Background: an optimization exercise with open tools, aiming at small area, a short achievable clock period and few clock cycles. Do not read the settings as production practice.
Only simulation tests tie the RTL to the original design; equivalence was not proved.
Power is estimated from default activity; no workload was simulated.

[design.v]
package rsa_pkg;
  localparam int ONE = 1;
endpackage
import rsa_pkg::*;
module rsa_modexp
#(
  parameter  int W   = 32,
  localparam int OPW = 2 * W
) (
  input  logic           clk,
  input  logic           rst_n,
  input  logic           start,
  input  logic [OPW-1:0] n,
  input  logic [OPW-1:0] exp,
  input  logic [OPW-1:0] msg,
  output logic [OPW-1:0] result,
  output logic           busy,
  output logic           done,
  output logic           err
);
  localparam int K    = 4;                       
  localparam int ITER = (66 + K - 1) / K + 1;    
  localparam int RD   = K * ITER;                
  localparam int RB   = K * (ITER - 1);          
  localparam int AW   = OPW + 1;                 
  localparam int SW   = OPW + K + 2;             
  localparam int TW   = SW + K;                  
  localparam int XW   = OPW + 3;                 
  localparam int FBT  = (OPW + K - 1) / K - 1;   
  localparam int S_IDLE  = 0;
  localparam int S_CHK1  = 1;
  localparam int S_CHK2  = 2;
  localparam int S_CONV  = 3;
  localparam int S_CONVF = 4;
  localparam int S_MM    = 5;
  localparam int S_MMEND = 6;
  localparam int S_FIX   = 7;
  localparam int S_FBS   = 8;
  localparam int S_FBA   = 9;
  localparam int S_FBB   = 10;
  localparam int S_FBC   = 11;
  localparam int S_FBD   = 12;
  localparam int S_FBP   = 13;
  localparam int NS      = 14;
  localparam logic [1:0] OP_SQR = 2'd0;
  localparam logic [1:0] OP_MUL = 2'd1;
  localparam logic [1:0] OP_FIN = 2'd2;
  logic [NS-1:0]  r_st;
  logic           r_busy;
  logic           r_done;
  logic           r_err;
  logic [AW-1:0]  r_a;         
  logic           k_x2, k_xsx, k_yc, k_ya, k_ysub, k_yadd;
  logic [OPW-1:0] r_n;
  logic [K-1:0]   r_mq;        
  logic [7:0]     r_qp;        
  logic [OPW-1:0] r_e;
  logic [SW-1:0]  r_s;
  logic [SW-1:0]  r_c;
  logic           r_cin;       
  logic [K-1:0]   r_t;         
  logic [1:0]     r_nq;        
  logic [AW-1:0]  r_m;         
  logic [K-1:0]   r_d;         
  logic [6:0]     r_cnt;
  logic           r_cz;        
  logic           r_cl;        
  logic [6:0]     r_nidx;      
  logic [6:0]     r_bc;        
  logic [1:0]     r_op;
  logic           r_mulpend;
  logic           r_lead;
  logic [2:0]     r_sub;
  logic           r_ge;
  logic [NS-1:0]  w_st;
  logic           w_busy;
  logic           w_done;
  logic           w_err;
  logic [AW-1:0]  w_a;
  logic [OPW-1:0] w_n;
  logic [OPW-1:0] w_e;
  logic [SW-1:0]  w_s;
  logic [SW-1:0]  w_c;
  logic [AW-1:0]  w_m;
  logic [K-1:0]   w_d;
  logic [6:0]     w_cnt;
  logic [6:0]     w_bc;
  logic [1:0]     w_op;
  logic           w_mulpend;
  logic           w_lead;
  logic [2:0]     w_sub;
  logic           w_x2, w_xsx, w_yc, w_ya, w_ysub, w_yadd;
  logic           clr;         
  logic           s_cpa;       
  logic           nsgn;        
  wire odd = r_n[0];
  wire cin = r_cin;
  logic [XW-1:0] cpa_x;
  logic [XW-1:0] cpa_y;
  logic          cpa_ci;
  logic [XW:0]   cpa_sum;
  always_comb begin
    if (k_x2)
      cpa_x = {r_s[OPW+1:0], 1'b0};
    else
      cpa_x = {k_xsx & r_s[OPW+1], r_s[OPW+1:0]};
    cpa_y  = ({XW{k_ysub}} & ~{3'b000, r_n})
           | ({XW{k_yadd}} & {3'b000, r_n})
           | ({XW{k_yc}} & r_c[XW-1:0])
           | ({XW{k_ya}} & {2'b00, r_a});
    cpa_ci = k_ysub || (k_yc && cin);
  end
  localparam int LH = 32;
  localparam int HH = XW - LH;
  logic [LH+1:0] cpa_lo;
  logic [HH:0]   cpa_hi0;
  logic [HH+1:0] cpa_hi1;
  assign cpa_lo  = {1'b0, cpa_x[LH-1:0], 1'b1} + {1'b0, cpa_y[LH-1:0], cpa_ci};
  assign cpa_hi0 = {1'b0, cpa_x[XW-1:LH]} + {1'b0, cpa_y[XW-1:LH]};
  assign cpa_hi1 = {1'b0, cpa_x[XW-1:LH], 1'b1} + {1'b0, cpa_y[XW-1:LH], 1'b1};
  assign cpa_sum = {cpa_lo[LH+1] ? cpa_hi1[HH+1:1] : cpa_hi0, cpa_lo[LH:1]};
  function automatic logic [2*TW-1:0] fa(input logic [TW-1:0] a, input logic [TW-1:0] b,
                                         input logic [TW-1:0] c);
    fa = {(a & b) | (a & c) | (b & c), a ^ b ^ c};    
  endfunction
  logic [K-1:0]  mm_q;
  logic [SW-1:0] mm_s;
  logic [SW-1:0] mm_c;
  logic          mm_cin;
  logic [K-1:0]  mm_t;
  always_comb begin
    logic [K-1:0]  t, tp, tg;
    logic [K:0]    tc;
    logic [TW-1:0] y [K];
    logic [TW-1:0] qr [K];
    logic [TW-1:0] r0, r1, r2, r3, r4, r5, u0, u1;
    logic [2*TW-1:0] f;
    logic [1:0]    g;
    t = r_t;
    if (K == 4) begin
      mm_q[1:0] = t[1:0];
      mm_q[3:2] = r_qp[2*t[1:0] +: 2] + (r_mq[1] ? 2'(-t[3:2]) : t[3:2]);
    end else begin
      mm_q = K'(t * r_mq);
    end
    for (int j = 0; j < K; j++)
      y[j] = r_d[j] ? (TW'(r_a) << (K + j)) : '0;
    y[0][0] = cin;
    for (int h = 0; h < K; h++)
      if (K == 4 && h < 2)
        qr[h] = r_nq[h] ? '0 : (TW'(r_n) << h);
      else
        qr[h] = mm_q[h] ? (TW'(r_n) << h) : '0;
    r0 = TW'(r_s);
    r1 = TW'(r_c);
    if (K == 4) begin
      f = fa(r0, r1, y[0]);            r0 = f[TW-1:0]; r1 = f[2*TW-1:TW] << 1;
      f = fa(y[1], y[2], y[3]);        r2 = f[TW-1:0]; r3 = f[2*TW-1:TW] << 1;
      f = fa(r0, r1, r2);              r0 = f[TW-1:0]; r1 = f[2*TW-1:TW] << 1;
      f = fa(r3, qr[0], qr[1]);        r2 = f[TW-1:0]; r3 = f[2*TW-1:TW] << 1;
      f = fa(r0, r1, r2);              r0 = f[TW-1:0]; r1 = f[2*TW-1:TW] << 1;
      f = fa(r3, qr[2], qr[3]);        r2 = f[TW-1:0]; r3 = f[2*TW-1:TW] << 1;
      f = fa(r0, r1, r2);              r0 = f[TW-1:0]; r1 = f[2*TW-1:TW] << 1;
      f = fa(r0, r1, r3);              u0 = f[TW-1:0]; u1 = f[2*TW-1:TW] << 1;
    end else begin
      u0 = r0;
      u1 = r1;
      for (int j = 0; j < K; j++) begin
        f = fa(u0, u1, y[j]);          u0 = f[TW-1:0]; u1 = f[2*TW-1:TW] << 1;
      end
      for (int h = 0; h < K; h++) begin
        f = fa(u0, u1, qr[h]);         u0 = f[TW-1:0]; u1 = f[2*TW-1:TW] << 1;
      end
    end
    mm_s = u0[K +: SW];
    mm_c = u1[K +: SW];
    mm_cin = |{u1[K-1:0], u0[K-1:0]};
    tp = u0[K +: K] ^ u1[K +: K];
    tg = u0[K +: K] & u1[K +: K];
    tc[0] = mm_cin;
    for (int i = 1; i <= K; i++) begin
      logic acc, pp;
      acc = 1'b0;
      pp  = 1'b1;
      for (int j = i - 1; j >= 0; j--) begin
        acc = acc | (pp & tg[j]);
        pp  = pp & tp[j];
      end
      tc[i] = acc | (pp & mm_cin);
    end
    mm_t = tp ^ tc[K-1:0];
  end
  function automatic logic [K-1:0] neg_inv(input logic [K-1:0] nn);
    logic [K-1:0] x;
    x = nn;                               
    for (int i = 0; i < 3; i++)
      x = K'(x * (K'(2) - K'(nn * x)));
    neg_inv = K'(-x);
  endfunction
  logic [RD-1:0] ya;
  logic [RD-1:0] ym;
  assign ya = RD'(r_a);
  assign ym = RD'(r_m);
  function automatic logic [K-1:0] chunk(input logic [RD-1:0] v, input logic [6:0] idx);
    chunk = v[idx*K +: K];
  endfunction
  logic [6:0]   nidx;
  logic [K-1:0] mm_next_d;
  logic [K-1:0] nx_d;
  assign nidx = r_nidx;
  always_comb begin
    case (r_op)
      OP_SQR,
      OP_MUL:  mm_next_d = (nidx < 7'(ITER)) ? nx_d : '0;
      default: mm_next_d = '0;
    endcase
  end
  assign nx_d = (r_op == OP_SQR) ? chunk(ya, nidx) : chunk(ym, nidx);
  logic r_ezero, r_nsmall;
  wire e_zero  = r_ezero;
  wire n_small = r_nsmall;
  wire a_eq_n  = (r_a == {1'b0, r_n});
  always_comb begin
    logic [AW-1:0] newa;
    logic          pick;
    w_st      = '0;
    w_busy    = r_busy;
    w_done    = 1'b0;
    w_err     = r_err;
    w_a       = r_a;
    w_n       = r_n;
    w_e       = r_e;
    w_s       = r_s;
    w_m       = r_m;
    w_d       = r_d;
    w_cnt     = r_cnt;
    w_bc      = r_bc;
    w_op      = r_op;
    w_mulpend = r_mulpend;
    w_lead    = r_lead;
    w_sub     = r_sub;
    newa      = cpa_sum[AW-1:0];
    pick      = 1'b0;
    clr       = 1'b0;
    s_cpa     = 1'b0;
    if (r_st[S_IDLE]) begin
      w_n = n;
      w_e = exp;
      w_s = SW'(msg);
      if (start) begin
        w_st[S_CHK1] = 1'b1;
        w_busy       = 1'b1;
      end else begin
        w_st[S_IDLE] = 1'b1;
      end
    end
    if (r_st[S_CHK1]) w_st[S_CHK2] = 1'b1;
    if (r_st[S_CHK2]) begin
      if (n_small || r_ge) begin
        w_a          = '0;
        w_err        = 1'b1;
        w_st[S_IDLE] = 1'b1;
        w_busy       = 1'b0;
        w_done       = 1'b1;
      end else if (e_zero) begin
        w_a          = AW'(1);
        w_err        = 1'b0;
        w_st[S_IDLE] = 1'b1;
        w_busy       = 1'b0;
        w_done       = 1'b1;
      end else begin
        w_err        = 1'b0;
        w_cnt        = 7'(RB - 1);
        w_bc         = 7'd64;
        w_lead       = 1'b0;
        w_st[S_CONV] = 1'b1;
      end
    end
    if (r_st[S_CONV]) begin
      if (odd) s_cpa = 1'b1;
      if (!r_lead) begin
        w_e  = {r_e[OPW-2:0], 1'b0};
        w_bc = r_bc - 7'd1;
        if (r_e[OPW-1]) w_lead = 1'b1;
      end
      w_cnt = r_cnt - 7'd1;
      if (r_cz) w_st[S_CONVF] = 1'b1;
      else             w_st[S_CONV]  = 1'b1;
    end
    if (r_st[S_CONVF]) begin
      w_m  = newa;
      w_a  = newa;
      pick = 1'b1;
    end
    if (r_st[S_MM]) begin
      w_d   = mm_next_d;
      w_cnt = r_cnt + 7'd1;
      if (r_cl) w_st[S_MMEND] = 1'b1;
      else                       w_st[S_MM]    = 1'b1;
    end
    if (r_st[S_MMEND]) begin
      w_a = newa;
      if (r_op == OP_FIN) begin
        w_st[S_FIX] = 1'b1;
      end else if (r_op == OP_SQR && r_mulpend) begin
        w_op       = OP_MUL;
        w_mulpend  = 1'b0;
        w_d        = r_m[K-1:0];
        w_cnt      = '0;
        clr        = 1'b1;
        w_st[S_MM] = 1'b1;
      end else begin
        pick = 1'b1;
      end
    end
    if (r_st[S_FIX]) begin
      if (a_eq_n) w_a = '0;
      w_st[S_IDLE] = 1'b1;
      w_busy       = 1'b0;
      w_done       = 1'b1;
    end
    if (r_st[S_FBS]) begin
      w_s         = '0;
      w_d         = (r_op == OP_SQR) ? chunk(ya, 7'(FBT)) : chunk(ym, 7'(FBT));
      w_cnt       = 7'(FBT);
      w_sub       = 3'(K - 1);
      w_st[S_FBP] = 1'b1;
    end
    if (r_st[S_FBP]) begin
      w_st[S_FBA] = 1'b1;
    end
    if (r_st[S_FBA]) begin
      s_cpa       = 1'b1;
      w_st[S_FBB] = 1'b1;
    end
    if (r_st[S_FBB]) begin
      s_cpa       = 1'b1;
      w_st[S_FBC] = 1'b1;
    end
    if (r_st[S_FBC]) begin
      s_cpa       = 1'b1;
      w_st[S_FBD] = 1'b1;
    end
    if (r_st[S_FBD]) begin
      s_cpa = 1'b1;
      if (r_sub == '0) begin
        if (r_cz) begin
          w_a = newa;
          if (r_op == OP_SQR && r_mulpend) begin
            w_op        = OP_MUL;
            w_mulpend   = 1'b0;
            w_st[S_FBS] = 1'b1;
          end else begin
            pick = 1'b1;
          end
        end else begin
          w_d         = nx_d;
          w_cnt       = r_cnt - 7'd1;
          w_sub       = 3'(K - 1);
          w_st[S_FBP] = 1'b1;
        end
      end else begin
        w_sub       = r_sub - 3'd1;
        w_st[S_FBP] = 1'b1;
      end
    end
    if (pick) begin
      if (r_bc == '0) begin
        if (odd) begin
          w_op       = OP_FIN;
          w_d        = K'(1);
          w_cnt      = '0;
          clr        = 1'b1;
          w_st[S_MM] = 1'b1;
        end else begin
          w_st[S_IDLE] = 1'b1;
          w_busy       = 1'b0;
          w_done       = 1'b1;
        end
      end else begin
        w_e       = {r_e[OPW-2:0], 1'b0};
        w_bc      = r_bc - 7'd1;
        w_mulpend = r_e[OPW-1];
        w_op      = OP_SQR;
        if (odd) begin
          w_d        = newa[K-1:0];
          w_cnt      = '0;
          clr        = 1'b1;
          w_st[S_MM] = 1'b1;
        end else begin
          w_st[S_FBS] = 1'b1;
        end
      end
    end
    if (r_st == '0) begin
      w_st[S_IDLE] = 1'b1;
      w_busy       = 1'b0;
    end
    if (s_cpa) w_s = SW'(cpa_sum[OPW+1:0]);
    if (clr)   w_s = '0;
    if (r_st[S_MM]) w_s = mm_s;
    w_x2   = w_st[S_CONV] | w_st[S_FBA];
    w_xsx  = w_st[S_CONVF] | w_st[S_FBC] | w_st[S_FBD];
    w_yc   = w_st[S_MMEND];
    w_ya   = r_st[S_FBP] & r_d[r_sub];
    nsgn   = s_cpa ? cpa_sum[OPW+1] : r_s[OPW+1];
    w_ysub = w_st[S_CHK1] | w_st[S_FBB] | ((w_st[S_CONV] | w_st[S_FBC]) & !nsgn);
    w_yadd = ((w_st[S_CONV] | w_st[S_FBC] | w_st[S_FBD]) & nsgn)
           | (w_st[S_CONVF] & odd);
  end
  assign w_c = r_st[S_MM] ? mm_c : '0;
  always_ff @(posedge clk or negedge rst_n) begin
    if (!rst_n) begin
      r_st    <= NS'(1);
      r_busy  <= 1'b0;
      r_done  <= 1'b0;
      r_err   <= 1'b0;
      r_a     <= '0;
    end else begin
      r_st    <= w_st;
      r_busy  <= w_busy;
      r_done  <= w_done;
      r_err   <= w_err;
      r_a     <= w_a;
    end
  end
  always_ff @(posedge clk) begin
    r_n       <= w_n;
    r_e       <= w_e;
    r_s       <= w_s;
    r_c       <= w_c;
    r_cin     <= r_st[S_MM] & mm_cin;
    r_nq      <= r_st[S_MM] ? ~{mm_t[1] ^ (r_mq[1] & mm_t[0]), mm_t[0]} : '1;
    if (K == 4)
      r_t     <= r_st[S_MM] ? {mm_t[3:2], mm_t[1] ^ (r_mq[1] & mm_t[0]), mm_t[0]} : '0;
    else
      r_t     <= r_st[S_MM] ? mm_t : '0;
    k_x2      <= w_x2;
    k_xsx     <= w_xsx;
    k_yc      <= w_yc;
    k_ya      <= w_ya;
    k_ysub    <= w_ysub;
    k_yadd    <= w_yadd;
    r_m       <= w_m;
    r_d       <= w_d;
    r_cnt     <= w_cnt;
    r_cz      <= (w_cnt == '0);
    r_cl      <= (w_cnt == 7'(ITER - 1));
    r_nidx    <= w_st[S_MM] ? w_cnt + 7'd1 : w_cnt - 7'd1;
    r_bc      <= w_bc;
    r_op      <= w_op;
    r_mulpend <= w_mulpend;
    r_lead    <= w_lead;
    r_sub     <= w_sub;
    r_ge      <= cpa_sum[XW];
    r_ezero   <= (r_e == '0);
    r_nsmall  <= (r_n[OPW-1:1] == '0);
    if (r_st[S_CHK2]) begin
      r_mq <= neg_inv(r_n[K-1:0]);
      for (int i = 0; i < 4; i++)
        r_qp[2*i +: 2] <= 2'(((((i * 32'(neg_inv(r_n[K-1:0]))) % 4) * 32'(neg_inv(r_n[K-1:0]))) % 16) >> 2);
    end
  end
  assign busy   = r_busy;
  assign done   = r_done;
  assign result = r_a[OPW-1:0];
  assign err    = r_err;
endmodule
[flow/run.sh]
#!/bin/bash
# Standard ORFS layout (the standard.sh: its synthesis, SDC and clock
# period unchanged) with a larger setup repair margin, so that repair_timing
# aims for a shorter achieved period. make's full output goes to flow_make.log;
# ORFS keeps each step's log under orfs/logs.
set -euo pipefail
bash standard.sh SETUP_SLACK_MARGIN=6 finish > flow_make.log 2>&1
[standard.sh]
#!/bin/bash
# synth_recipe.tcl (not shown) runs the flow's synth.tcl, then flattens the netlist and writes it again
# the make line also repeats each setting of config.mk as NAME=value (left out here)
make -C /OpenROAD-flow-scripts/flow DESIGN_CONFIG=/design/flow/config.mk WORK_HOME=/design/flow/orfs CLKGATE_MAP_FILE= SYNTH_SCRIPT=/design/flow/synth_recipe.tcl "${@:-finish}"
[config.mk]
export PLATFORM = sky130hd
export DESIGN_NAME = rsa_modexp
export DESIGN_NICKNAME = rsa_modexp
export VERILOG_FILES = /design/flow/design.v
export SDC_FILE = /design/flow/constraint.sdc
export NUM_CORES = 4
export LEC_CHECK = 0
export CAP_MARGIN = 20
export CORE_MARGIN = 2
export CORE_UTILIZATION = 65
export SLEW_MARGIN = 20
[constraint.sdc]
create_clock -name core_clock -period 10.5 [get_ports {clk}]
set_input_delay 2.1000 -clock core_clock [delete_from_list [all_inputs] [get_ports {clk}]]
set_output_delay 2.1000 -clock core_clock [all_outputs]
set_load 0.01 [all_outputs]
==> run_results.csv, run 1 <==
group,metric,value,unit
sta,finalWorstSetupSlack,5.949,ns
logic_synthesis,ys_top_cells_by_area,"fa_1, edfxtp_1, dfxtp_1",
clock_tree,cts_hold_buf,0,
critical_path,critPathArrivalTime,5.07,ns
logic_synthesis,synth_seq_cells,469,
logic_synthesis,synth_common_cells,"inv_1, nand2_1, fa_1",
logic_synthesis,yosysWarningCount,3,
sta,fmaxAchievable,0.2197,GHz
detailed_routing,wl_met2,62.34,mm
sta,fin_crit,4.551,ns
floorplan,rows,93,
logic_synthesis,synth-seq-area-share,28.18,%
sta,setup_tns,0,ns
logic_synthesis,yosys.area.top_type,"fa_1",
logic_synthesis,synthFlopType,"edfxtp_1",
floorplan,dieHeight,258.2,um
clock_tree,cts_root_buffer,"clkbuf_16",
sta,slew_headroom,27.90,%
pwr,peakVddDrop,0.3221,mV
detailed_routing,highest_layer,"met4",
sta,finalSetupViolCount,0,
final_layout,syn2layout_area_growth,11.76,%
job,maxCapViolCount,0,
clock_tree,cts_tree,"done",
detailed_routing,via_per_inst,6.268,
detailed_routing,drc,0,
detailed_routing,drt_iter0_markers,3677,
placement,dp_slack,5.513,ns
detailed_routing,wl_met1,50.54,mm
critical_path,start_kind,"flip-flop",
clock_tree,clkTransAtPathRegs,0.07,ns
sta,fin_crit_sh,43.35,%
clock_tree,cts_buffers,56,
grt,grt_max_degree,131,
clock_tree,cts.htree.levels,2,
logic_synthesis,synth_edf_count,203,
grt,gr-total-overflow,0,
final_layout,nets,5155,
floorplan,io_pins,262,
sta,maxSlewViolCount,0,
detailed_routing,routed_wl,134.2,mm
floorplan,start_util,65.50,%
floorplan,die_area,66660,sq um
floorplan,coreArea,64120,sq um
critical_path,cp-end-kind,"flip-flop",
logic_synthesis,ys_async_sr_fraction,17.48,%
critical_path,r2r_start,"r_a[16]$_DFF_PN0_",
critical_path,worstSetupPathType,"flip-flop to flip-flop",
placement,gp_congestion,1.002,
clock_tree,clockBufferDepth,3,
placement,dp_hpwl,95.11,mm
detailed_routing,detail_route.wl_per_cell,25.68,um
detailed_routing,via_count,32754,
final_layout,drive_gt1_share,7.666,%
clock_tree,numClockSinks,469,
sta,skew,0.02782,ns
hold_path,holdCritPathClass,"flip-flop to flip-flop",
grt,grt_pass1_wl,200.7,mm
detailed_routing,antenna_left,0,
clock_tree,clock_latency,0.65,ns
pwr,p_per_area,363.4,nW/um^2
hold_path,worstHoldStart,"r_st[1]$_DFF_PN0_",
logic_synthesis,ys_types,85,
grt,grt_pass1_vias,33507,
critical_path,cp.required,11.02,ns
grt,grt_usage,39.79,%
detailed_routing,first_pass_iters,9,
pwr,power_leakage,0.01967,uW
grt,antenna_found_initial,4,
placement,io_buffers,261,
critical_path,cp_max_fo,34,
outcome,status,"finished clean",
sta,hold_viol,0,
floorplan,die_x,258.2,um
logic_synthesis,syn_area,42000,sq um
critical_path,critPathLaunch,"r_a[16]$_DFF_PN0_",
logic_synthesis,synth_top_area_share,24.69,%
sta,tightest_slew,1.072,ns
detailed_routing,met3_wirelength,14.66,mm
logic_synthesis,syn_avg_cell_area,9.776,sq um
sta,rsz0062_at_grt,"yes",
logic_synthesis,yosysMostFrequentCell,"inv_1",
logic_synthesis,synthCells,4296,
==> logic make-up (layout without fill, tap and decap cells) <==
group	count (synthesis)	after routing	share of synthesized area, %
AOI/OAI and AO/OA	628	628	10.44
buffers and inverters	1018	1091	9.826
adders and majority gates	638	638	28.27
and+or+nand+nor	1151	1151	13.19
DFF	469	469	28.18
muxes	250	250	7.144
xor gates and xnor gates	140	140	2.938
other	2	4	0.01788
==> worst max-delay path, stage by stage, from the launching register on <==
cell and delay [ns]:
dfrtp_1 0.66, xor2_1 0.27, nor4_1 0.86, nand4_1 0.22, nor4_1 0.66, and2_1 0.75
nor2_4 0.29, buf_4 0.39, a22o_1 0.31
==> final timing paths <==
kind	cells past startpoint	slack, ns	endpoint
max	8	5.95	r_a[52]$_DFF_PN0_
min	0	0.40	r_st[2]$_DFF_PN0_
max reg2reg	8	5.95	r_a[52]$_DFF_PN0_
min reg2reg	0	0.40	r_st[2]$_DFF_PN0_
max in group asynchronous	2	7.69	r_a[1]$_DFF_PN0_
min in group asynchronous	1	1.38	r_err$_DFFE_PN0P_
==> power by group <==
part	leakage, uW	total, uW	switching [uW]	internal, uW
registers	0.00455	3850	997	2850
clock network	0.000947	2090	865	1220
logic	0.0142	11100	6860	4270
total	0.0197	17100	8720	8340
==> state kept, by name, indices dropped and copies added (netlist names), 7 cells and up <==
register and count:
r_c 70, r_s 69, r_a 65, r_m 65, r_e 64, r_n 64
r_st 14, r_bc 7, r_cnt 7, r_nidx 7
==> placed cells by master (no fill, tap or decap), drive strengths merged, types with 76 or more instances in the layout <==
| cell type | n |
|---|---|
| a21oi | 115 |
| a22oi | 76 |
| and2 | 188 |
| clkbuf | 81 |
| clkdlybuf4s50 | 260 |
| dfrtp | 81 |
| dfxtp | 184 |
| edfxtp | 203 |
| fa | 518 |
| ha | 120 |
| inv | 654 |
| mux2i | 149 |
| nand2 | 523 |
| nor2 | 129 |
| nor2b | 114 |
| o21ai | 143 |
| xor2 | 80 |
==> area by class of cell <==
cell class,instances,area [sq um]
fill,4780,17180
tap,855,1070
sequential,469,11890
multi-input combinational,2810,26230
inverter,652,2451
timing repair buffer,333,3362
clock inverter,26,362.8
clock buffer,80,1573
antenna,1,2.502
==> metrics by stage <==
step | instances | utilization (%) | total power, uW | instance area, sq um | hold WS (ns)
after floorplan | 4297 | - | 10900 | 42000 | 0.3549
after global placement | 5083 | 69.21 | 13990 | 44380 | 0.3854
after detailed placement | 5083 | 69.22 | 14200 | 44380 | 0.3787
after CTS | 5194 | 72.49 | 16440 | 46470 | 0.3985
after global routing | 5226 | 73.20 | 18160 | 46940 | 0.4114
final | 5226 | 73.20 | 17060 | 46940 | 0.3952
==> metal layers <==
metal / global-route usage, % / vias to the layer above
met5: 0 / -
met4: 15.67 / 0
met1: 53.68 / 16405
li1: - / 14017
met2: 63.94 / 1941
met3: 7.852 / 391
==> timing repair <==
item | in CTS | in global routing
cloned | 0 | 2
hold endpoints to repair | 0 | 0
buffers inserted | 5 | 29
setup endpoints to repair | 99 | 67
pin swaps | 1 | 8
gates resized for setup | 22 | 35
Testbench counts, summed over its fixed seeds: cycles 96,602.
==> run 2, diff against run 1 <==
--- a/design.v
+++ b/design.v
@@ -110,7 +110,7 @@
            | ({XW{k_ya}} & {2'b00, r_a});
     cpa_ci = k_ysub || (k_yc && cin);
   end
-  localparam int LH = 32;
+  localparam int LH = 34;
   localparam int HH = XW - LH;
   logic [LH+1:0] cpa_lo;
   logic [HH:0]   cpa_hi0;
==> flow/run.sh (replaced) <==
#!/bin/bash
# Standard ORFS layout (the standard.sh: its synthesis, SDC and clock
# period unchanged) with a larger setup repair margin, so that repair_timing
# aims for a shorter achieved period, and with buf_2 cells as the port
# buffers (every input and output port still gets one). make's full output
# goes to flow_make.log; ORFS keeps each step's log under orfs/logs.
set -euo pipefail
bash standard.sh SETUP_SLACK_MARGIN=6 "BUFFER_PORTS_ARGS=-buffer_cell sky130_fd_sc_hd__buf_2" finish > flow_make.log 2>&1
==> run_results.csv, run 2 <==
group,metric,value,unit
logic_synthesis,yosysMostFrequentCell,"inv_1",
floorplan,die_x,258.9,um
grt,grt_pass1_vias,33032,
detailed_routing,wl_met2,62.16,mm
logic_synthesis,yosysWarningCount,3,
final_layout,top_register,"r_c",
pwr,p_per_area,372.3,nW/um^2
detailed_routing,wl_met1,51.25,mm
detailed_routing,highest_layer,"met4",
grt,grt_pass1_wl,202.9,mm
detailed_routing,drt_iter0_markers,3753,
critical_path,critPathSlowestCell,"or4_4",
clock_tree,cts_tree,"done",
final_layout,finalCoreUtilization,72.01,%
clock_tree,clockBufferDepth,3,
detailed_routing,routed_wl,134.1,mm
logic_synthesis,ys_top_cells_by_area,"fa_1, edfxtp_1, dfxtp_1",
clock_tree,numClockSinks,469,
logic_synthesis,yosys.area.top_type,"fa_1",
pwr,clkPwrFrac,11.6,%
logic_synthesis,synth_seq_cells,469,
clock_tree,cts_root_buffer,"clkbuf_16",
logic_synthesis,synth_common_cells,"inv_1, nand2_1, fa_1",
grt,gr-total-overflow,0,
pwr,total_power,17250,uW
logic_synthesis,synthFlopType,"edfxtp_1",
sta,maxSlewViolCount,0,
sta,rsz0062_at_grt,"yes",
pwr,p_comb_share,65.6,%
final_layout,nets,5197,
logic_synthesis,ys_types,81,
placement,gp_congestion,1.001,
final_layout,largestRegisters,"r_c (70), r_s (69)",
grt,grt_max_degree,134,
final_layout,fill_cells,4960,
critical_path,critPathArrivalTime,4.86,ns
sta,skew,0.03219,ns
final_layout,final_cells,5271,
sta,finalSetupViolCount,0,
final_layout,drive_gt1_share,15.19,%
sta,tightest_slew,1.116,ns
floorplan,io_pins,262,
final_layout,multi_input_area,26780,sq um
pwr,p_int,8460,uW
critical_path,crit_chain,"buf_8 > buf_6 > mux2_4 > ha_4 > nand4_1 > or4_4 > a2111oi_4 > o22a_2 > o21ai_2 > a21o_1 > or3_4 > a221oi_4 > a311oi_2 > xnor2_2 > a22o_1",
logic_synthesis,synth-seq-area-share,28.03,%
pwr,power_leakage,0.02003,uW
final_layout,final_common_cell,"inv_1",
placement,dp_hpwl,95.26,mm
sta,fmaxAchievable,0.2245,GHz
detailed_routing,met3_wirelength,14.34,mm
pwr,switchingPower,8788,uW
sta,fin_crit_sh,42.43,%
detailed_routing,via_per_inst,6.258,
critical_path,cp-end-kind,"flip-flop",
pwr,p_seq_share,22.8,%
logic_synthesis,syn_area,42220,sq um
floorplan,rows,93,
final_layout,final_cell_mix,"inv_1, nand2_1, fa_1, buf_2, edfxtp_1",
critical_path,cp_max_fo,5,
floorplan,die_area,67000,sq um
logic_synthesis,syn_avg_cell_area,9.743,sq um
grt,antenna_found_initial,6,
logic_synthesis,ys_async_sr_fraction,17.48,%
pwr,peakVddDrop,0.1971,mV
placement,io_buffers,261,
logic_synthesis,synth_edf_count,203,
clock_tree,cts_buffers,56,
critical_path,worstSetupPathType,"flip-flop to flip-flop",
critical_path,max_stage_delay,0.53,ns
sta,hold_viol,0,
job,maxCapViolCount,0,
floorplan,dieHeight,258.9,um
hold_path,holdCritPathClass,"flip-flop to flip-flop",
clock_tree,clkTransAtPathRegs,0.06,ns
critical_path,worst-path-buf-inv,2,
sta,setup_tns,0,ns
sta,slew_headroom,25.58,%
detailed_routing,drc,0,
critical_path,cp.required,10.91,ns
detailed_routing,first_pass_iters,9,
final_layout,largest_reg_flops,70,
detailed_routing,via_count,32985,
grt,grt_usage,40.37,%
critical_path,crit_family,"compound AO/OA/AOI/OAI gates",
final_layout,syn2layout_area_growth,9.754,%
clock_tree,clock_latency,0.65,ns
clock_tree,cts.htree.levels,2,
final_layout,regArea,11890,sq um
detailed_routing,detail_route.wl_per_cell,25.44,um
logic_synthesis,synthCells,4333,
pwr,power_switching_share,50.95,%
floorplan,start_util,65.61,%
outcome,status,"finished clean",
detailed_routing,antenna_left,0,
sta,fin_crit,4.455,ns
critical_path,start_kind,"flip-flop",
floorplan,coreArea,64350,sq um
logic_synthesis,synth_top_area_share,24.56,%
placement,dpl.cell_count,5099,
run 2: repair_timing:
item                       4_1_cts  5_1_grt
cloned                           3        1
setup buffers                   22       36
hold endpoints to repair         0        0
resized for setup               53       74
setup endpoints to repair      118       73
pin swaps                       10       37
hold buffers                     0        0
run 2: final timing paths:
check                                     to  slack (ns)         startpoint  depth (start not counted)
min in group asynchronous   r_done$_DFF_PN0_        1.43              rst_n                          1
max                        r_s[64]$_DFFE_PP_        6.04       k_x2$_DFF_P_                         15
max in group asynchronous  r_st[5]$_DFF_PN0_        7.73              rst_n                          2
min                        r_st[2]$_DFF_PN0_        0.39  r_st[1]$_DFF_PN0_                          0
max reg2reg                r_s[64]$_DFFE_PP_        6.04       k_x2$_DFF_P_                         15
min reg2reg                r_st[2]$_DFF_PN0_        0.39  r_st[1]$_DFF_PN0_                          0
run 2: through the flow:
step	hold WS, ns	instance area [sq um]	setup slack [ns]
final	0.3878	46330	6.045
after global routing	0.4049	46330	5.932
after CTS	0.3829	45720	5.992
after detailed placement	0.3642	43280	5.227
after global placement	0.3595	43270	5.322
after floorplan	0.3549	42240	6.030
run 2: cell type report:
class | instances | share of cell area [%]
multi-input combinational | 2848 | 57.79
clock inverter | 33 | 0.6643
clock buffer | 73 | 3.359
sequential | 469 | 25.66
inverter | 621 | 5.031
antenna | 4 | 0.02160
tap | 855 | 2.309
timing repair buffer | 368 | 5.163
run 2: kinds of logic after synthesis:
kind of cell | Yosys count | share of synthesized area, %
AND/OR/NAND/NOR | 1182 | 13.79
other | 2 | 0.01779
buffers and inverters | 1017 | 9.739
XOR/XNOR | 148 | 3.106
multiplexers | 248 | 7.074
adder cells (fa/ha/maj) | 638 | 28.12
AO/OA/AOI/OAI | 629 | 10.12
flip-flops | 469 | 28.03
run 2: worst reg2reg max path, delay by kind of cell, from the launching register on:
kind	cells	cell delay [ns]
AOI/OAI and AO/OA	7	1.70
and+or+nand+nor	3	1.05
buffers and inverters	2	0.27
xor gates and xnor gates	1	0.18
adders and majority gates	1	0.28
DFF	1	0.41
muxes	1	0.32
run 2: power by group through the flow:
stage | sequential (uW) | clock (uW) | combinational (uW)
after global routing | 3970 | 2090 | 12300
after CTS | 3870 | 2010 | 10700
final | 3930 | 2000 | 11300
after floorplan | 3190 | 0 | 7700
after global placement | 3930 | 0 | 10000
after detailed placement | 3930 | 0 | 10100
run 2: metal layers:
layer / vias to the layer above / track usage [%]
met3: 391 / 7.590
met5: - / 0
met4: 0 / 17.58
met2: 1972 / 63.85
li1: 14112 / -
met1: 16510 / 54.81
Testbench counts of run 2, summed over its fixed seeds: cycles 96,602.
==> run 3, diff against run 2 <==
--- a/design.v
+++ b/design.v
@@ -110,7 +110,7 @@
            | ({XW{k_ya}} & {2'b00, r_a});
     cpa_ci = k_ysub || (k_yc && cin);
   end
-  localparam int LH = 34;
+  localparam int LH = 32;
   localparam int HH = XW - LH;
   logic [LH+1:0] cpa_lo;
   logic [HH:0]   cpa_hi0;
==> run_results.csv, run 3 <==
group,metric,value,unit
outcome,status,"finished clean",
floorplan,die_x,258.2,um
critical_path,critPathLaunch,"k_x2$_DFF_P_",
detailed_routing,antenna_left,0,
job,maxCapViolCount,0,
pwr,p_int,8395,uW
critical_path,max_stage_delay,0.48,ns
clock_tree,numClockSinks,469,
logic_synthesis,synth-seq-area-share,28.18,%
placement,dp_hpwl,93.58,mm
logic_synthesis,syn_area,42000,sq um
final_layout,drive_gt1_share,13.77,%
detailed_routing,routed_wl,129.5,mm
sta,maxSlewViolCount,0,
logic_synthesis,syn_avg_cell_area,9.776,sq um
critical_path,critPathSlowestCell,"xor2_1",
logic_synthesis,synth_common_cells,"inv_1, nand2_1, fa_1",
detailed_routing,drc,0,
critical_path,worstReg2RegEnd,"r_s[53]$_DFFE_PP_",
critical_path,reg2reg_depth,14,
sta,skew,0.01499,ns
grt,grt_max_degree,131,
critical_path,cp-end-kind,"flip-flop",
logic_synthesis,yosysMostFrequentCell,"inv_1",
critical_path,worst-path-buf-inv,1,
critical_path,cp.required,11.02,ns
pwr,p_seq_share,22.3,%
final_layout,final_common_cell,"inv_1",
pwr,power_leakage,0.01986,uW
sta,hold_viol,0,
sta,rsz0062_at_grt,"yes",
critical_path,cp_max_fo,35,
clock_tree,cts_root_buffer,"clkbuf_16",
clock_tree,cts.htree.levels,2,
grt,antenna_found_initial,6,
detailed_routing,first_pass_iters,6,
critical_path,cp-endpoint,"r_s[53]$_DFFE_PP_",
pwr,p_comb_share,64.8,%
detailed_routing,detail_route.wl_per_cell,24.80,um
grt,grt_pass1_wl,199.8,mm
detailed_routing,drt_iter0_markers,3049,
critical_path,rrSetupSlack,6.03,ns
final_layout,final_cell_mix,"inv_1, nand2_1, fa_1, buf_2, edfxtp_1",
logic_synthesis,ys_types,85,
critical_path,crit_family,"compound AO/OA/AOI/OAI gates",
floorplan,dieHeight,258.2,um
clock_tree,clock_latency,0.65,ns
final_layout,largestRegisters,"r_c (70), r_s (69)",
logic_synthesis,ys_top_cells_by_area,"fa_1, edfxtp_1, dfxtp_1",
sta,tightest_slew,1.073,ns
final_layout,nets,5150,
pwr,switchingPower,8646,uW
critical_path,worstSetupPathType,"flip-flop to flip-flop",
hold_path,worstHoldStart,"r_st[1]$_DFF_PN0_",
sta,finalWorstSetupSlack,6.030,ns
clock_tree,cts_hold_buf,0,
final_layout,top_register,"r_c",
logic_synthesis,synthCells,4296,
sta,setup_tns,0,ns
critical_path,critPathArrivalTime,4.98,ns
floorplan,start_util,65.50,%
logic_synthesis,synth_edf_count,203,
clock_tree,cts_buffers,56,
grt,grt_usage,39.61,%
grt,gr-total-overflow,0,
final_layout,largest_reg_flops,70,
grt,grt_pass1_vias,32914,
logic_synthesis,synth_seq_cells,469,
clock_tree,cts_tree,"done",
pwr,power_switching_share,50.74,%
final_layout,final_cells,5224,
floorplan,rows,93,
floorplan,io_pins,262,
placement,dp_slack,5.334,ns
placement,dpl.cell_count,5084,
sta,fin_crit,4.470,ns
floorplan,die_area,66660,sq um
placement,gp_congestion,0.9856,
pwr,clkPwrFrac,12.9,%
sta,fin_crit_sh,42.57,%
logic_synthesis,synth_top_area_share,24.69,%
placement,io_buffers,261,
logic_synthesis,yosys.area.top_type,"fa_1",
pwr,peakVddDrop,0.2180,mV
critical_path,r2r_start,"k_x2$_DFF_P_",
critical_path,crit_cells,14,
floorplan,coreArea,64120,sq um
logic_synthesis,synthFlopType,"edfxtp_1",
clock_tree,clockBufferDepth,3,
logic_synthesis,yosysWarningCount,3,
detailed_routing,via_per_inst,6.214,
detailed_routing,via_count,32464,
sta,fmaxAchievable,0.2237,GHz
critical_path,crit_chain,"buf_16 > mux2_2 > ha_1 > o21ai_0 > o21ai_2 > a311oi_4 > a211o_4 > a21boi_4 > mux2i_4 > and3_4 > o21ai_2 > o21ai_0 > xor2_1 > a21o_1",
hold_path,holdCritPathClass,"flip-flop to flip-flop",
sta,slew_headroom,28.49,%
critical_path,start_kind,"flip-flop",
pwr,p_per_area,372.7,nW/um^2
final_layout,syn2layout_area_growth,8.863,%
logic_synthesis,ys_async_sr_fraction,17.48,%
sta,finalSetupViolCount,0,
clock_tree,clkTransAtPathRegs,0.06,ns
==> run 3: cell count changes after synthesis, moves of 19 or more <==
cell,before,now
o21ai_0,166,139
clkbuf_1,272,228
inv_1,621,650
nor2b_1,146,114
a222oi_1,26,45
nor2_1,95,129
==> run 3: logic make-up after synthesis <==
family          synth area share, %
mux                           7.144
xor+xnor                      2.938
fa+ha+maj                     28.27
flops                         28.18
compound gates                10.44
other cells                 0.01788
buf+inv                       9.826
simple gates                  13.19
==> run 3: routing by layer <==
layer  track usage, %  wire length (um)  vias up
li1                 -                 -    13999
met1            53.39             50360    16411
met2            62.46             59670     1641
met3            7.528             12130      411
met4            18.74              7363        2
met5                0                13        -
==> run 3: repair_timing <==
item	4_1_cts	5_1_grt
buffers inserted	9	18
pin swaps	2	16
endpoints found under the hold margin	0	0
resized for setup	29	34
cloned	2	0
setup endpoints to repair	122	76
==> run 3: worst min-delay path by stage <==
stage | endpoint | slack [ns] | depth (start not counted)
after floorplan | r_st[2]$_DFF_PN0_ | 0.35 | 0
after global placement | r_st[2]$_DFF_PN0_ | 0.39 | 0
after detailed placement | r_st[2]$_DFF_PN0_ | 0.39 | 0
after CTS | r_st[2]$_DFF_PN0_ | 0.40 | 0
after global routing | r_st[2]$_DFF_PN0_ | 0.41 | 0
final | r_st[2]$_DFF_PN0_ | 0.39 | 0
==> run 3: layout make-up <==
cell class / instances / area, sq um
Fill cell: 4962 / 18400
Antenna cell: 4 / 10.01
Tap cell: 855 / 1070
Inverter: 652 / 2447
Multi-Input combinational cell: 2810 / 26240
Sequential cell: 469 / 11880
Clock inverter: 24 / 334.1
Clock buffer: 82 / 1747
Timing Repair Buffer: 328 / 1993
==> run 3: metrics by stage <==
stage / power [uW] / utilization [%] / cell area [sq um] / hold WS [ns]
global route: 18200 / 71.30 / 45720 / 0.4119
finish: 17040 / 71.31 / 45720 / 0.3919
global placement: 13930 / 67.18 / 43070 / 0.3884
floorplan: 10900 / - / 42000 / 0.3549
CTS: 16590 / 70.83 / 45410 / 0.3995
detailed placement: 14060 / 67.18 / 43070 / 0.3892
==> run 3: worst reg2reg max path: cells and delay by family, from the launching register on <==
kind	cells	cell delay (ns)
simple gates	1	0.25
compound gates	8	1.88
mux	2	0.79
flops	1	0.41
fa+ha+maj	1	0.32
buf+inv	1	0.21
xor+xnor	1	0.48
==> run 3: power by group through the flow <==
stage	Combinational [uW]	Sequential [uW]	Clock [uW]
detailed placement	10200	3820	0
finish	11000	3800	2190
global route	12100	3860	2270
floorplan	7710	3180	0
global placement	10100	3810	0
CTS	10600	3770	2200
Testbench counts of run 3, summed over its fixed seeds: cycles 96,602.
==> run 4, diff against run 3 <==
--- a/config.mk
+++ b/config.mk
@@ -7,5 +7,5 @@
 export LEC_CHECK = 0
 export CAP_MARGIN = 20
 export CORE_MARGIN = 2
-export CORE_UTILIZATION = 65
+export CORE_UTILIZATION = 60
 export SLEW_MARGIN = 20
==> run_results.csv, run 4 <==
group,metric,value,unit
outcome,status,"finished clean",
logic_synthesis,ys_top_cells_by_area,"fa_1, edfxtp_1, dfxtp_1",
final_layout,syn2layout_area_growth,9.420,%
logic_synthesis,synth_seq_cells,469,
logic_synthesis,synthFlopType,"edfxtp_1",
detailed_routing,detail_route.wl_per_cell,25.34,um
clock_tree,clockBufferDepth,3,
grt,grt_pass1_vias,32731,
logic_synthesis,ys_types,85,
critical_path,cp.required,10.89,ns
floorplan,rows,97,
clock_tree,cts_hold_buf,0,
sta,hold_viol,0,
critical_path,worst-path-buf-inv,3,
sta,fin_crit,4.457,ns
pwr,p_per_area,371.4,nW/um^2
logic_synthesis,synth_common_cells,"inv_1, nand2_1, fa_1",
sta,fin_crit_sh,42.44,%
critical_path,crit_family,"compound AO/OA/AOI/OAI gates",
final_layout,n_antenna_cell,0,
sta,setup_tns,0,ns
grt,grt_pass1_wl,201.6,mm
detailed_routing,drc,0,
logic_synthesis,syn_avg_cell_area,9.776,sq um
grt,gr-total-overflow,0,
grt,antenna_found_initial,2,
sta,rsz0062_at_grt,"yes",
detailed_routing,via_per_inst,6.042,
final_layout,final_area,45950,sq um
final_layout,drive_gt1_share,14.04,%
detailed_routing,first_pass_iters,9,
clock_tree,clock_latency,0.64,ns
detailed_routing,via_count,32151,
floorplan,start_util,60.28,%
detailed_routing,routed_wl,134.9,mm
critical_path,worstSetupPathType,"flip-flop to flip-flop",
clock_tree,cts_buffers,57,
placement,gp_congestion,0.9817,
sta,skew,0.02934,ns
sta,fmaxAchievable,0.2244,GHz
pwr,power_leakage,0.01993,uW
logic_synthesis,yosysMostFrequentCell,"inv_1",
logic_synthesis,synth_edf_count,203,
final_layout,final_cell_mix,"inv_1, nand2_1, fa_1, buf_2, edfxtp_1",
logic_synthesis,synthCells,4296,
sta,finalSetupViolCount,0,
logic_synthesis,syn_area,42000,sq um
critical_path,cp-end-kind,"flip-flop",
placement,io_buffers,261,
clock_tree,clkTransAtPathRegs,0.06,ns
grt,grt_usage,37.56,%
floorplan,die_x,268.6,um
critical_path,max_stage_delay,0.60,ns
logic_synthesis,ys_async_sr_fraction,17.48,%
clock_tree,cts.htree.levels,2,
floorplan,io_pins,262,
detailed_routing,drt_iter0_markers,3179,
hold_path,holdCritPathClass,"flip-flop to flip-flop",
sta,slew_headroom,28.50,%
final_layout,largestRegisters,"r_c (70), r_s (69)",
job,maxCapViolCount,0,
final_layout,final_common_cell,"inv_1",
critical_path,cp_max_fo,69,
final_layout,top_register,"r_c",
sta,maxSlewViolCount,0,
floorplan,coreArea,69660,sq um
critical_path,crit_path_frequent_cell,"inv_1",
clock_tree,cts_tree,"done",
critical_path,critPathSlowestCell,"nor4_1",
logic_synthesis,yosysWarningCount,3,
floorplan,die_area,72130,sq um
clock_tree,cts_root_buffer,"clkbuf_16",
logic_synthesis,synth_top_area_share,24.69,%
critical_path,crit_chain,"buf_8 > a22oi_1 > nand2_1 > ha_1 > inv_1 > fa_1 > nor4_1 > o2bb2ai_1 > o31ai_4 > a21oi_1 > o211ai_2 > xor2_1 > a222oi_1 > inv_1",
critical_path,critPathArrivalTime,4.84,ns
logic_synthesis,synth-seq-area-share,28.18,%
placement,dpl_cell_area,43210,sq um
pwr,peakVddDrop,0.3262,mV
final_layout,nets,5166,
clock_tree,numClockSinks,469,
critical_path,start_kind,"flip-flop",
final_layout,largest_reg_flops,70,
sta,tightest_slew,1.073,ns
detailed_routing,antenna_left,0,
floorplan,dieHeight,268.6,um
grt,grt_max_degree,131,
placement,dp_hpwl,97.06,mm
logic_synthesis,yosys.area.top_type,"fa_1",
==> run 4: cell count changes in the layout (fill, tap and decap cells not counted), sizes merged <==
| cell | previous run | this run |
|---|---|---|
| clkinv | 14 | 16 |
| clkbuf | 83 | 84 |
| bufinv | 6 | 5 |
| buf | 327 | 341 |
| diode | 4 | 0 |
| clkinvlp | 2 | 4 |
| inv | 654 | 652 |
==> run 4: kinds of logic (layout without fill, tap and decap cells) <==
logic type | count (synthesis) | count (layout) | synth area share [%]
simple gates | 1151 | 1151 | 13.19
buf+inv | 1018 | 1102 | 9.826
fa+ha+maj | 638 | 638 | 28.27
compound gates | 628 | 628 | 10.44
flops | 469 | 469 | 28.18
mux | 250 | 250 | 7.144
xor+xnor | 140 | 140 | 2.938
other cells | 2 | 3 | 0.01788
==> run 4: cell type report <==
type | instances | area, sq um
multi-input cells | 2810 | 26250
fillers | 5863 | 23710
flip-flops and latches | 469 | 11880
well taps | 940 | 1176
inverters | 652 | 2451
clock inverters | 25 | 274.0
repair buffers | 343 | 2176
clock buffers | 82 | 1747
==> run 4: timing repair <==
action	4_1_cts	5_1_grt
endpoints found under the setup margin	114	106
setup buffers	11	27
gates cloned	1	2
hold endpoints to repair	0	0
gates resized for setup	25	40
pin swaps	2	14
==> run 4: worst register-to-register path, stage by stage, from the launching register on <==
cell and delay (ns):
dfxtp_2 0.33, buf_8 0.33, a22oi_1 0.29, nand2_1 0.12
ha_1 0.20, inv_1 0.10, fa_1 0.47, nor4_1 0.60
o2bb2ai_1 0.22, o31ai_4 0.43, a21oi_1 0.20, o211ai_2 0.33
xor2_1 0.19, a222oi_1 0.31, inv_1 0.08
==> run 4: report_power, final <==
part           leakage, uW  internal [uW]  switching [uW]
logic               0.0144           4260            6860
registers          0.00455           2850             956
clock network     0.000996           1280             870
==> run 4: worst paths after layout <==
path,start,to,slack [ns],depth (start not counted)
setup / recovery,k_yc$_DFF_P_,r_s[54]$_DFFE_PP_,6.04,14
hold / removal,r_st[1]$_DFF_PN0_,r_st[2]$_DFF_PN0_,0.38,0
setup reg to reg,k_yc$_DFF_P_,r_s[54]$_DFFE_PP_,6.04,14
hold reg to reg,r_st[1]$_DFF_PN0_,r_st[2]$_DFF_PN0_,0.38,0
max in group asynchronous,rst_n,r_st[5]$_DFF_PN0_,7.72,2
min in group asynchronous,rst_n,r_a[10]$_DFF_PN0_,1.36,1
==> run 4: routing by layer <==
metal	routed length (um)	global-route usage (%)	vias to the layer above
met1	53290	50.61	16176
met4	6748	15.98	0
met2	62260	59.94	1602
met5	0	0	-
met3	12550	7.005	337
li1	-	-	14036
==> run 4: metrics by stage <==
stage	utilization (%)	hold slack, ns	setup WS [ns]	power [uW]	cells
6_report	65.96	0.3776	6.043	17070	5321
5_1_grt	65.96	0.3854	5.911	18270	5321
4_1_cts	65.32	0.3769	6.004	16580	5292
3_5_place_dp	62.03	0.3639	5.504	14170	5173
3_3_place_gp	62.03	0.3588	5.589	14060	5173
2_1_floorplan	-	0.3549	6.293	10900	4297
==> run 5, diff against run 4 <==
--- a/flow/run.sh
+++ b/flow/run.sh
@@ -5,4 +5,4 @@
 # buffers (every input and output port still gets one). make's full output
 # goes to flow_make.log; ORFS keeps each step's log under orfs/logs.
 set -euo pipefail
-bash standard.sh SETUP_SLACK_MARGIN=6 "BUFFER_PORTS_ARGS=-buffer_cell sky130_fd_sc_hd__buf_2" finish > flow_make.log 2>&1
+bash standard.sh SETUP_SLACK_MARGIN=6.25 "BUFFER_PORTS_ARGS=-buffer_cell sky130_fd_sc_hd__buf_2" finish > flow_make.log 2>&1
--- a/config.mk
+++ b/config.mk
@@ -7,5 +7,5 @@
 export LEC_CHECK = 0
 export CAP_MARGIN = 20
 export CORE_MARGIN = 2
-export CORE_UTILIZATION = 60
+export CORE_UTILIZATION = 65
 export SLEW_MARGIN = 20
==> run_results.csv, run 5 <==
group,metric,value,unit
sta,setup_tns,0,ns
final_layout,syn2layout_area_growth,11.67,%
pwr,p_per_area,382.7,nW/um^2
grt,antenna_found_initial,7,
final_layout,top_register,"r_c",
placement,dpl.cell_count,5084,
sta,fmaxAchievable,0.2321,GHz
logic_synthesis,ys_types,85,
final_layout,largestRegisters,"r_c (70), r_s (69)",
logic_synthesis,ys_async_sr_fraction,17.48,%
clock_tree,cts_buffers,56,
final_layout,nets,5209,
final_layout,drive_gt1_share,16.46,%
critical_path,worstSetupPathType,"flip-flop to flip-flop",
hold_path,whs_path_depth,0,
critical_path,start_kind,"flip-flop",
floorplan,io_pins,262,
detailed_routing,routed_wl,136.6,mm
sta,tightest_slew,1.073,ns
detailed_routing,antenna_left,0,
clock_tree,clockBufferDepth,3,
grt,gr-total-overflow,0,
logic_synthesis,synthCells,4296,
grt,grt_usage,40.49,%
placement,dp_hpwl,93.58,mm
logic_synthesis,synth_seq_cells,469,
final_layout,multi_input_area,26550,sq um
pwr,total_power,17950,uW
floorplan,rows,93,
final_layout,final_common_cell,"inv_1",
sta,rsz0062_at_grt,"yes",
detailed_routing,first_pass_iters,8,
critical_path,cp.required,10.89,ns
logic_synthesis,synth_edf_count,203,
logic_synthesis,syn_avg_cell_area,9.776,sq um
floorplan,die_x,258.2,um
logic_synthesis,synth_common_cells,"inv_1, nand2_1, fa_1",
job,maxCapViolCount,0,
final_layout,finalCoreUtilization,73.15,%
floorplan,start_util,65.50,%
sta,finalSetupViolCount,0,
floorplan,coreArea,64120,sq um
clock_tree,cts.htree.levels,2,
critical_path,critPathArrivalTime,4.70,ns
hold_path,holdCritPathClass,"flip-flop to flip-flop",
logic_synthesis,yosys.area.top_type,"fa_1",
final_layout,largest_reg_flops,70,
final_layout,fill_cells,4823,
final_layout,final_cell_mix,"inv_1, fa_1, nand2_1, buf_2, edfxtp_1",
sta,hold_viol,0,
grt,grt_pass1_vias,33008,
clock_tree,cts_tree,"done",
placement,gp_congestion,0.9856,
final_layout,regArea,11910,sq um
pwr,power_leakage,0.02032,uW
clock_tree,numClockSinks,469,
detailed_routing,drt_iter0_markers,3464,
pwr,peakVddDrop,0.2287,mV
detailed_routing,via_per_inst,6.236,
sta,holdWs,0.3913,ns
critical_path,cp-end-kind,"flip-flop",
grt,grt_pass1_wl,203.1,mm
logic_synthesis,synth_top_area_share,24.69,%
critical_path,cp_max_fo,16,
sta,fin_crit,4.309,ns
logic_synthesis,yosysMostFrequentCell,"inv_1",
detailed_routing,via_count,32943,
grt,grt_max_degree,131,
sta,fin_crit_sh,41.04,%
floorplan,dieHeight,258.2,um
clock_tree,clock_latency,0.66,ns
detailed_routing,detail_route.wl_per_cell,25.86,um
outcome,status,"finished clean",
floorplan,die_area,66660,sq um
detailed_routing,drc,0,
sta,slew_headroom,28.48,%
logic_synthesis,yosysWarningCount,3,
logic_synthesis,ys_top_cells_by_area,"fa_1, edfxtp_1, dfxtp_1",
clock_tree,cts_root_buffer,"clkbuf_16",
logic_synthesis,synth-seq-area-share,28.18,%
sta,maxSlewViolCount,0,
clock_tree,clkTransAtPathRegs,0.07,ns
critical_path,reg2reg_depth,14,
placement,io_buffers,261,
logic_synthesis,synthFlopType,"edfxtp_1",
sta,skew,0.01723,ns
final_layout,final_cells,5283,
logic_synthesis,syn_area,42000,sq um
run 5: repair_timing:
item,4_1_cts,5_1_grt
resized for setup,72,106
pin swaps,23,97
gates cloned,6,6
hold buffers,0,0
buffers inserted,27,49
endpoints found under the setup margin,179,120
run 5: path summary, 6_finish.rpt:
| check | start | slack (ns) | endpoint |
|---|---|---|---|
| max | k_x2$_DFF_P_ | 6.19 | r_s[56]$_DFFE_PP_ |
| min | r_st[1]$_DFF_PN0_ | 0.39 | r_st[2]$_DFF_PN0_ |
| max reg2reg | k_x2$_DFF_P_ | 6.19 | r_s[56]$_DFFE_PP_ |
| min reg2reg | r_st[1]$_DFF_PN0_ | 0.39 | r_st[2]$_DFF_PN0_ |
| max in group asynchronous | rst_n | 7.88 | r_a[58]$_DFF_PN0_ |
| min in group asynchronous | rst_n | 1.47 | r_a[6]$_DFF_PN0_ |
run 5: kinds of logic (layout without fill, tap and decap cells):
logic type / Yosys count / after routing / synth area share [%]
xor gates and xnor gates: 140 / 140 / 2.938
AOI/OAI and AO/OA: 628 / 628 / 10.44
DFF: 469 / 469 / 28.18
adders and majority gates: 638 / 638 / 28.27
and+or+nand+nor: 1151 / 1151 / 13.19
other: 2 / 7 / 0.01788
buffers and inverters: 1018 / 1145 / 9.826
muxes: 250 / 250 / 7.144
run 5: report_power, final:
part	switching (uW)	internal (uW)	total [uW]
Combinational	7280	4710	12000
Clock	883	1310	2190
Sequential	906	2850	3760
Total	9070	8880	17900
run 5: critical path, stage by stage (launching register included):
cell      delay, ns
dfxtp_4        0.41
buf_4          0.14
buf_12         0.16
mux2_2         0.36
ha_1           0.39
nand2_1        0.11
or3_1          0.42
a211o_4        0.32
a21boi_4       0.25
mux2i_1        0.34
o21ai_1        0.20
nor2b_2        0.23
xnor2_1        0.17
a222oi_1       0.42
inv_1          0.09
run 5: metal layers:
layer	part of all wire [%]	vias up	global-route usage (%)
met5	0.023	-	0
met1	37	16474	54.75
met2	46	1942	63.67
met3	11	399	7.901
li1	-	14124	-
met4	5.5	4	18.79
run 5: area by class of cell:
class                           instances  area share [%]
Multi-Input combinational cell       2810           56.61
Sequential cell                       469           25.39
Timing Repair Buffer                  387           6.046
Inverter                              652           5.221
Clock buffer                           82           3.724
Tap cell                              855           2.281
Clock inverter                         24          0.7123
Antenna cell                            4         0.02134
run 5: metrics by stage:
stage          instance area, sq um  worst slack [ns]
2_1_floorplan                 42000             6.293
3_3_place_gp                  43070             5.474
3_5_place_dp                  43070             5.334
4_1_cts                       45850             6.188
5_1_grt                       46900             6.084
6_report                      46900             6.191
==> run 6, diff against run 5 <==
--- a/flow/run.sh
+++ b/flow/run.sh
@@ -5,4 +5,4 @@
 # buffers (every input and output port still gets one). make's full output
 # goes to flow_make.log; ORFS keeps each step's log under orfs/logs.
 set -euo pipefail
-bash standard.sh SETUP_SLACK_MARGIN=6.25 "BUFFER_PORTS_ARGS=-buffer_cell sky130_fd_sc_hd__buf_2" finish > flow_make.log 2>&1
+bash standard.sh SETUP_SLACK_MARGIN=6.5 "BUFFER_PORTS_ARGS=-buffer_cell sky130_fd_sc_hd__buf_2" finish > flow_make.log 2>&1
==> run_results.csv, run 6 <==
group,metric,value,unit
sta,fmaxAchievable,0.2350,GHz
logic_synthesis,synthAdderAreaFrac,28.27,%
logic_synthesis,syn_avg_cell_area,9.776,sq um
critical_path,worstSetupPathType,"flip-flop to flip-flop",
logic_synthesis,synth-seq-area-share,28.18,%
grt,grt_max_degree,131,
logic_synthesis,synth_top_family_by_area,"adder cells",
logic_synthesis,synth_seq_cells,469,
detailed_routing,drc,0,
clock_tree,cts_root_buffer,"clkbuf_16",
grt,gr-total-overflow,0,
pwr,p_per_area,394.0,nW/um^2
pwr,power_leakage,0.02095,uW
critical_path,critPathSlowestCell,"fa_2",
sta,hold_viol,0,
sta,setup_tns,0,ns
sta,skew,0.02125,ns
final_layout,nets,5300,
logic_synthesis,ys_types,85,
final_layout,final_common_cell,"inv_1",
hold_path,holdCritPathClass,"flip-flop to flip-flop",
logic_synthesis,synth_top_area_share,24.69,%
logic_synthesis,yosysWarningCount,3,
critical_path,crit_family,"adder cells",
final_layout,drive_gt1_share,20.89,%
critical_path,worstReg2RegEnd,"r_t[3]$_SDFF_PN0_",
critical_path,worst-path-buf-inv,4,
logic_synthesis,synth_common_cells,"inv_1, nand2_1, fa_1",
floorplan,start_util,65.50,%
grt,grt_pass1_wl,212.7,mm
critical_path,rrSetupSlack,6.24,ns
critical_path,r2r_start,"r_d[0]$_DFF_P_",
sta,finalSetupViolCount,0,
logic_synthesis,synthFlopType,"edfxtp_1",
logic_synthesis,yosysMostFrequentCell,"inv_1",
critical_path,crit_path_frequent_cell,"fa_1",
sta,rsz0062_at_grt,"yes",
placement,dp_hpwl,94.31,mm
logic_synthesis,syn_area,42000,sq um
critical_path,crit_cells,15,
final_layout,top_register,"r_c",
detailed_routing,antenna_left,0,
critical_path,cp-end-kind,"flip-flop",
floorplan,die_x,258.2,um
logic_synthesis,synthCells,4296,
detailed_routing,via_per_inst,6.411,
clock_tree,clockBufferDepth,3,
job,maxCapViolCount,0,
placement,io_buffers,261,
floorplan,io_pins,262,
final_layout,finalCoreUtilization,76.05,%
final_layout,largest_reg_flops,70,
critical_path,start_kind,"flip-flop",
clock_tree,numClockSinks,469,
sta,fin_crit,4.256,ns
critical_path,cp-endpoint,"r_t[3]$_SDFF_PN0_",
placement,gp_congestion,0.9788,
logic_synthesis,muxShareOfSynthArea,7.144,%
grt,antenna_found_initial,10,
clock_tree,cts_buffers,55,
detailed_routing,first_pass_iters,8,
sta,maxSlewViolCount,0,
pwr,peakVddDrop,0.2330,mV
clock_tree,cts.htree.levels,2,
detailed_routing,drt_iter0_markers,4429,
final_layout,final_cell_mix,"inv_1, nand2_1, fa_1, buf_2, edfxtp_1",
logic_synthesis,synth-compound-area-share,10.44,%
sta,tightest_slew,1.191,ns
critical_path,cp.required,11.01,ns
outcome,status,"finished clean",
logic_synthesis,ys_async_sr_fraction,17.48,%
hold_path,worstHoldStart,"r_st[1]$_DFF_PN0_",
sta,slew_headroom,19.84,%
logic_synthesis,synth_edf_count,203,
critical_path,critPathLaunch,"r_d[0]$_DFF_P_",
clock_tree,clock_latency,0.66,ns
floorplan,die_area,66660,sq um
grt,grt_usage,42.98,%
floorplan,dieHeight,258.2,um
logic_synthesis,yosys.area.top_type,"fa_1",
critical_path,max_stage_delay,0.57,ns
floorplan,rows,93,
clock_tree,clkTransAtPathRegs,0.06,ns
final_layout,largestRegisters,"r_c (70), r_s (69)",
logic_synthesis,synth-xor-area-share,2.938,%
detailed_routing,routed_wl,147.7,mm
logic_synthesis,synthSimpleGateAreaFrac,13.19,%
logic_synthesis,ys_top_cells_by_area,"fa_1, edfxtp_1, dfxtp_1",
critical_path,cp_max_fo,17,
grt,grt_pass1_vias,33983,
critical_path,reg2reg_depth,15,
floorplan,coreArea,64120,sq um
critical_path,critPathArrivalTime,4.77,ns
clock_tree,cts_tree,"done",
detailed_routing,detail_route.wl_per_cell,27.46,um
final_layout,syn2layout_area_growth,16.10,%
detailed_routing,via_count,34491,
sta,fin_crit_sh,40.53,%
critical_path,crit_chain,"buf_12 > and2_1 > fa_1 > inv_1 > fa_1 > fa_1 > fa_1 > inv_1 > fa_2 > ha_4 > a21oi_2 > inv_2 > a21oi_4 > xnor2_1 > nor2_1",
==> run 6: cell types whose count changed in the layout (fill, tap and decap cells not counted), sizes merged <==
cell / delta
buf: +86
diode: +7
clkinv: +3
bufbuf: +2
inv: -2
clkinvlp: +1
==> run 6: per-stage QoR <==
stage | hold slack, ns | power, uW | setup slack, ns | instance area (sq um) | std cells
3_3_place_gp | 0.3856 | 13980 | 5.482 | 43090 | 5084
4_1_cts | 0.4027 | 17480 | 6.273 | 46710 | 5271
5_1_grt | 0.4113 | 20190 | 6.178 | 48740 | 5374
3_5_place_dp | 0.3833 | 14160 | 5.444 | 43090 | 5084
2_1_floorplan | 0.3549 | 10920 | 6.469 | 42030 | 4297
6_report | 0.4035 | 19210 | 6.244 | 48760 | 5380
==> run 6: layout make-up <==
type	instances	area (sq um)
inverter	652	2452
fill	4427	15360
timing repair buffer	479	4133
antenna	11	27.53
clock buffer	78	1524
tap	855	1070
sequential	469	11930
clock inverter	26	321.6
multi-input combinational	2810	27300
==> run 6: kinds of logic after synthesis <==
logic type                 after synthesis
other                                    2
xor gates and xnor gates               140
and+or+nand+nor                       1151
adders and majority gates              638
buffers and inverters                 1018
DFF                                    469
AOI/OAI and AO/OA                      628
muxes                                  250
==> run 6: timing repair <==
action | in CTS | in global routing
endpoints found under the hold margin | 0 | 0
setup endpoints to repair | 279 | 146
pin swaps | 89 | 201
setup buffers | 67 | 86
resized for setup | 139 | 226
gates cloned | 16 | 11
hold buffers | 0 | 0
==> run 6: worst register-to-register path, stage by stage (launching register included) <==
cell     delay, ns
dfxtp_4       0.38
buf_12        0.18
and2_1        0.18
fa_1          0.49
inv_1         0.05
fa_1          0.50
fa_1          0.46
fa_1          0.53
inv_1         0.07
fa_2          0.57
ha_4          0.21
a21oi_2       0.15
inv_2         0.07
a21oi_4       0.12
xnor2_1       0.12
nor2_1        0.05
==> run 6: how the worst min path moves through the flow <==
stage / end / slack [ns] / depth (start not counted)
6_report: r_st[2]$_DFF_PN0_ / 0.40 / 0
5_1_grt: r_st[2]$_DFF_PN0_ / 0.41 / 0
4_1_cts: r_st[2]$_DFF_PN0_ / 0.40 / 0
3_5_place_dp: r_st[10]$_DFF_PN0_ / 0.38 / 0
3_3_place_gp: r_st[2]$_DFF_PN0_ / 0.39 / 0
2_1_floorplan: r_st[2]$_DFF_PN0_ / 0.35 / 0
==> run 6: report_power, final <==
part | switching, uW | leakage, uW | internal [uW] | total [uW]
sequential | 915 | 0.00450 | 2860 | 3770
clock | 868 | 0.000897 | 1160 | 2030
combinational | 7890 | 0.0156 | 5520 | 13400
total | 9680 | 0.0209 | 9530 | 19200
==> run 6: per-layer routing <==
| metal | share of wire (%) | GRT usage [%] |
|---|---|---|
| met1 | 35 | 55.35 |
| met4 | 7.2 | 22.69 |
| met3 | 13 | 11.23 |
| met2 | 45 | 67.22 |
| met5 | 0.020 | 0 |

afterwards: timing with drivers on the ports:
The results above use ideal ports. As a check the final layouts listed here were re-extracted and re-timed, cells and wires unchanged.
Step 1: set_driving_cell puts a clkbuf_16 on clk and a buf_2 on each other input, an assumption about the parent block.
Step 2, shift: input delay + t, output delay - t, t = (earliest + latest rising clock arrival at the registers) / 2. This alone moves slack from input paths to output paths.
Slacks: ideal ports / drivers / drivers and shift; pairs: ideal ports / drivers.
run	t, ns	setup slack, ns	worst hold slack (ns)	worst setup path after step 2	slew at the worst register clock pin (ns)
run 1	0.701	5.949 / 5.949 / 5.949	0.395 / 0.395 / 0.395	register to register	0.07 / 0.07
run 2	0.699	6.045 / 6.045 / 6.045	0.388 / 0.388 / 0.388	register to register	0.07 / 0.07
run 3	0.710	6.030 / 6.030 / 6.030	0.392 / 0.392 / 0.392	register to register	0.07 / 0.07
run 4	0.697	6.043 / 6.043 / 6.043	0.378 / 0.378 / 0.378	register to register	0.07 / 0.07
run 5	0.719	6.191 / 6.191 / 6.191	0.391 / 0.391 / 0.391	register to register	0.07 / 0.07
run 6	0.715	6.244 / 6.244 / 6.244	0.403 / 0.403 / 0.403	register to register	0.07 / 0.07
After both steps setup and hold are still met in every run listed.
